From an optimization exercise on the open Yosys and OpenROAD flow, aimed at small area, a short achievable clock period and few clock cycles per item; shortcuts taken in it are not production practice. Only simulation tests tie the RTL to the original design; equivalence was not proved. Power and IR drop assume default switching activity.

## flow/design.v (module list and top-level ports; edited modules follow where they fit)
// module dsp_fa: 10 lines
// module dsp_ha: 9 lines
// module dsp_slice_top: 1950 lines
module dsp_slice_top (
    input  logic                 w_CLK,
    input  logic                 RSTALLCARRYIN,
    input  logic                 wb_cyc,
    input  logic                 wb_stb,
    input  logic [103:0]         wb_op,
    output logic                 wb_ack,
    output logic                 res_valid,
    output logic [52:0]          res,
    input  logic                 res_ready
);
  // ...
==> flow/run.sh <==
#!/bin/bash
# synth_recipe.tcl (not shown) runs the flow's synth.tcl, then flattens the netlist and writes it again
# the make line also repeats each setting of config.mk as NAME=value (left out here)
make -C /OpenROAD-flow-scripts/flow DESIGN_CONFIG=/design/flow/config.mk WORK_HOME=/design/flow/orfs CLKGATE_MAP_FILE= SYNTH_SCRIPT=/design/flow/synth_recipe.tcl finish
==> flow/config.mk <==
export PLATFORM = sky130hd
export DESIGN_NAME = dsp_slice_top
export DESIGN_NICKNAME = dsp_slice_top
export VERILOG_FILES = /design/flow/design.v
export SDC_FILE = /design/flow/constraint.sdc
export NUM_CORES = 4
export LEC_CHECK = 0
export CAP_MARGIN = 20
export CORE_MARGIN = 2
export CORE_UTILIZATION = 40
export SETUP_SLACK_MARGIN = 2.0
export SLEW_MARGIN = 20
export SYNTH_HIERARCHICAL = 1
export SYNTH_MINIMUM_KEEP_SIZE = 0
==> flow/constraint.sdc <==
create_clock -name core_clock -period 7.5 [get_ports {w_CLK}]
set_input_delay 1.5000 -clock core_clock [delete_from_list [all_inputs] [get_ports {w_CLK}]]
set_output_delay 1.5000 -clock core_clock [all_outputs]
set_load 0.01 [all_outputs]
==> summary.md, run 1 <==
| Metric | Value |
|---|---|
| Die W | `251.6 µm` |
| Top-count cell post-synth | `xnor2_1` |
| Min Hold Slack | `0.5271 ns` |
| GPL Wtd Cong | `0.9378` |
| CP Capture Point | `res[1]` |
| Fraction of area in registers | `0.2242` |
| Outcome | `timing/DRC/antenna clean` |
| FILL cells | `5528` |
| CTS resizes | `22` |
| Distinct cells, synth | `66` |
| Buffers on Ports | `163` |
| Largest family of logic cells by synthesized area | `adder cells` |
| Congestion Overflow GR | `0` |
| Synthesis-to-finish area growth | `14.99%` |
| Yosys warns | `7` |
| Worst-margin pin slew | `1.236 ns` |
| Share of layout cells above drive strength 1 | `0.07962` |
| Initial DRC count | `2179` |
| Rows | `90` |
| Maximum VDD drop | `0.3474 mV` |
| Hold buffer count at cts | `0` |
| Worst Hold Path EP | `res[3]` |
| Later-pin clock latency in the skew report | `0.56 ns` |
| Count of non-CTS buffers in the layout | `235` |
| Power Density | `489.5 nW/µm²` |
| Top power group | `combinational cells` |
| Largest registers | `res (53), q0 (50), q1 (50)` |
| H-tree depth | `1` |
| CP dominant cell by count | `fa_1` |
| Worst Path Arrival | `5.71 ns` |
| Power Combinational | `9.73 mW` |
| Max FO, Critical Path | `15` |
| Largest cells by area after synthesis | `fa_1 (27%), edfxtp_1 (25%), xnor2_1 (14%)` |
| Max incr delay on CP | `0.53 ns` |
| Hold Crit Class | `flop to flop` |
| Max Freq | `0.1853 GHz` |
| CTS tree | `done` |
Testbench counts, summed over its fixed seeds: cycles 18,888, items 16,000.
==> run 2, diff against run 1 <==
==> flow/flow/run.sh (new file) <==
#!/bin/bash
# The standard layout (standard.sh: the ORFS flow and synthesis), with
# the port buffers made of plain buffers instead of ORFS's default pick.
set -euo pipefail
export BUFFER_PORTS_ARGS="-buffer_cell sky130_fd_sc_hd__buf_2"
bash standard.sh > standard.log 2>&1
==> flow/standard.sh (new file) <==
#!/bin/bash
# synth_recipe.tcl (not shown) runs the flow's synth.tcl, then flattens the netlist and writes it again
# the make line also repeats each setting of config.mk as NAME=value (left out here)
make -C /OpenROAD-flow-scripts/flow DESIGN_CONFIG=/design/flow/config.mk WORK_HOME=/design/flow/orfs CLKGATE_MAP_FILE= SYNTH_SCRIPT=/design/flow/synth_recipe.tcl "${@:-finish}"
removed: flow/run.sh
==> summary.md, run 2 <==
| Metric | Value |
|---|---|
| Slowest cell on the critical path | `fa_1` |
| Number of remaining DRC errors | `0` |
| Initial DRC count | `2396 (+10%)` |
| Max reg flops | `53` |
| WHS Path Cells | `2` |
| GRT Total Usage | `0.2614` |
| Die area | `63300 µm²` |
| Post-Syn Instances | `2221` |
| Crit path time final | `5.317 ns` |
| Final TNS setup | `0 ns` |
| Maxcap violations | `0` |
| Largest cells by area after synthesis | `fa_1 (27%), edfxtp_1 (25%), xnor2_1 (14%)` |
| Die Span Y | `251.6 µm` |
| Critical path class | `flop to flop` |
| Crit path launch type | `flop` |
| Largest area contributor in the netlist | `fa_1` |
| Fin crit share | `0.7090` |
| Number of global-route vias before repair | `19260` |
| H-tree depth | `1 (unchanged)` |
| Post-synthesis xor/xnor area fraction | `0.1565` |
| Max Freq | `0.1881 GHz (+1.5%)` |
| Clk slew on worst S/H paths | `0.06 ns` |
| CP dominant cell by count | `fa_1` |
| Layout Nets | `2792` |
| Synth async-reset ratio | `0` |
| Crit path from | `q_sub` |
| Commonest non-fill, non-tap cell in the layout | `xnor2_1` |
| Rows | `90 (unchanged)` |
| Outcome | `timing/DRC/antenna clean` |
| Multiplexer area fraction after synthesis | `0.002500` |
| CTS Buf Count | `27` |
| Commonest cells after routing, fill and taps aside | `xnor2_1 (389), fa_1 (327), a22oi_1 (227), edfxtp_1 (207), buf_2 (163)` |
| Initial antenna violation count | `3` |
| Max Clock Skew | `0.01523 ns` |
| Distinct cells, synth | `66 (unchanged)` |
| Worst Path Arrival | `5.63 ns (-0.08 ns)` |
| Clk sinks | `212` |
| Longest Clk Path Bufs | `3` |
| Crit. End Element | `flop` |
| Post-synthesis compound-gate area fraction | `0.1620` |
| Post-synth top cells | `xnor2_1 (389), fa_1 (327), a22oi_1 (227)` |
| Detailed placement HPWL | `58190 µm` |
| Max incr delay on CP | `0.57 ns (+0.04 ns)` |
| Min Hold Slack | `0.5500 ns (+0.02295 ns)` |
| CTS tree | `done` |
| Hold Crit Class | `flop to flop` |
| Seq/Total Area, Yosys | `0.2576` |
| Proportion of netlist area held by the largest area contributor | `0.2670` |
| Leakage power | `10.29 nW` |
| Routed Antenna Nets | `0` |
| Top-count cell post-synth | `xnor2_1` |
| Via count | `18940` |
| Buffers on Ports | `163 (unchanged)` |
| Worst Hold Path EP | `res[2]` |
| Seq cells post-synth | `212` |
| Largest registers | `res (53), q0 (50), q1 (50)` |
| Hold_sp | `res[2]` |
| Routed WL | `84370 µm` |
| Synth Area in Simple Gates | `0.07394` |
| DR WL/cell | `27.32 µm` |
| Synthesized Nets | `2729` |
| Max-slew headroom | `0.3288` |
| Ports | `164` |
| Placed Cells | `3006` |
| CTS Root Cell | `clkbuf_16` |
| Later-pin clock latency in the skew report | `0.57 ns (about the same)` |
| Largest family of logic cells by synthesized area | `adder cells` |
| Synthesis-to-finish area growth | `10.89%` |
| Finished Layout Cells | `3088` |
| Reg-to-reg critical path endpoint | `res[0]` |
| Register name with the most flops | `res` |
| Worst R2R Path Depth | `18` |
| Die W | `251.6 µm (unchanged)` |
| Required @ worst endpoint | `7.81 ns` |
| Maximum VDD drop | `0.2870 mV (-17%)` |
| Final Hold Vio Count | `0` |
| Worst-margin pin slew | `1.007 ns (-0.2291 ns)` |
| Post-synth EDFFs | `207` |
| Starting density of the core | `0.4055` |
| Max FO, Critical Path | `14 (-1)` |
| Synthesized area per cell | `11.04 µm²` |
| Most used DFF post-synth | `edfxtp_1` |
| GPL Wtd Cong | `0.9350 (-0.30%)` |
| Yosys warns | `7 (unchanged)` |
| Core Util, Final | `0.4496` |
| FILL cells | `5466 (-1.1%)` |
| Congestion Overflow GR | `0 (unchanged)` |
| Reg2Reg Setup Slack | `2.18 ns` |
| Delay-heaviest family, CP | `adder cells` |
| Vias per cell | `6.133` |
| Pin count of the biggest net entering global routing | `85` |
| Wire length of the first global-routing pass | `125200 µm` |
| Worst r2r src | `q_sub` |
| Power Density | `497.7 nW/µm² (+1.7%)` |
| Max Transition Viols Final | `0` |
| Post-Synth Adder-Cell Area | `0.3037` |
| Synthesized area | `24520 µm²` |
| RSZ-0062 raised after global routing | `true` |
| Setup violators final | `0` |
| Hold buffer count at cts | `0 (unchanged)` |
| Pre-antenna DRT Iters | `6` |
| CP Buf/Inv Count | `2` |
| Share of layout cells above drive strength 1 | `0.1432 (+0.06361)` |
| CORE AREA | `60470 µm²` |
| Worst path cell trace | `bufinv_16 -> xnor2_1 -> and2_1 -> fa_1 -> fa_1 -> fa_1 -> ha_4 -> and4_1 -> nand3_1 -> or3_1 -> o22ai_1 -> a31oi_1 -> buf_4 -> o21a_1 -> a221oi_2 -> nand2_1 -> ha_1 -> and2_1` |
run 2: cell counts after synthesis:
No cell type changed its count.
run 2: power by group:
group / total, mW / switching, mW / leakage, nW / internal, mW
registers: 2.69 / 0.483 / 2.21 / 2.21
clock network: 1.27 / 0.542 / 0.409 / 0.729
logic: 9.57 / 5.64 / 7.67 / 3.93
total: 13.5 / 6.67 / 10.3 / 6.86
run 2: routing by layer:
metal / part of all wire / track usage / vias to the layer above
met2: 0.45 / 0.4021 / 1140
met5: 0 / 0 / -
met4: 0.042 / 0.1058 / 0
met3: 0.099 / 0.05004 / 197
li1: - / - / 7991
met1: 0.41 / 0.3635 / 9612
run 2: repair_timing:
item / in CTS / in global routing
endpoints found under the setup margin: 14 / 14
gates resized for setup: 12 / 20
hold endpoints to repair: 0 / 0
buffers inserted: 9 / 16
pin swaps: 2 / 2
cloned: 5 / 1
run 2: cell families (layout without fill, tap and decap cells):
logic type               count (synthesis)  after routing
multiplexers                             6              6
AO/OA/AOI/OAI                          560            564
XOR/XNOR                               438            438
AND/OR/NAND/NOR                        334            335
buffers and inverters                  272            350
other                                    0              2
flip-flops                             212            212
adder cells (fa/ha/maj)                399            399
run 2: layout make-up:
type / count / area [µm²] / share of cell area
antenna: 2 / 5.005 / 0.0001841
clock buffer: 30 / 686.9 / 0.02526
clock inverter: 19 / 161.4 / 0.005936
inverter: 79 / 324.1 / 0.01192
multi-input combinational: 1742 / 17390 / 0.6394
sequential: 212 / 6320 / 0.2324
tap: 782 / 978.4 / 0.03599
timing repair buffer: 221 / 1320 / 0.04855
timing repair inverter: 1 / 8.758 / 0.0003221
run 2: modules after synthesis, one instance, submodules excluded:
module	cells	flops+latches	times used	area, µm²
dsp_slice_top	1874	212	1	17730
dsp_fa	1	0	326	20.02
dsp_ha	1	0	21	12.51
run 2: worst min-delay path: stages (launching register included):
cell and delay, ns:
dfxtp_1 0.35, mux2i_1 0.09, nor2_1 0.07
run 2: through the flow:
| step | area [µm²] | power (mW) | setup slack, ns |
|---|---|---|---|
| floorplan | 24520 | 9.238 | 2.014 |
| global placement | 25900 | 11.65 | 1.407 |
| detailed placement | 25900 | 11.81 | 1.353 |
| CTS | 26940 | 13.20 | 2.023 |
| global route | 27190 | 14.57 | 1.941 |
| finish | 27190 | 13.53 | 2.183 |
run 2: how the worst max path moves through the flow:
stage             end  slack, ns  cells after the start
3_5_place_dp   q0[30]       1.35                     10
2_1_floorplan  res[0]       2.01                     21
5_1_grt        res[0]       1.94                     19
4_1_cts        res[0]       2.02                     18
6_report       res[0]       2.18                     18
3_3_place_gp   q0[30]       1.41                     10

==> separate check: timing with driven ports <==
The flow's constraints put no driver on any port. The routed layouts listed below were extracted and timed again, unchanged, in two steps.
Step 1 (the two cells are an assumption about what drives the block):
set clk [get_ports {w_CLK}]
set_driving_cell -lib_cell sky130_fd_sc_hd__clkbuf_16 $clk
set_driving_cell -lib_cell sky130_fd_sc_hd__buf_2 [delete_from_list [all_inputs] $clk]
Step 2, shift: input delay + t, output delay - t, t = (earliest + latest rising clock arrival at the registers) / 2. This alone moves slack from input paths to output paths.
Three values: ideal ports, drivers, drivers and shift; two values: the first two.
| run | shift t [ns] | setup slack, ns | worst register clock-pin slew, ns |
|---|---|---|---|
| run 1 | 0.611 | 2.104 / 2.104 / 1.556 | 0.07 / 0.07 |
| run 2 | 0.615 | 2.183 / 2.183 / 1.587 | 0.07 / 0.07 |
After both steps every run listed still meets setup and hold. The setup slack of run 2, which loses most, moves by 0.000 ns with the drivers and by -0.596 ns with both steps.
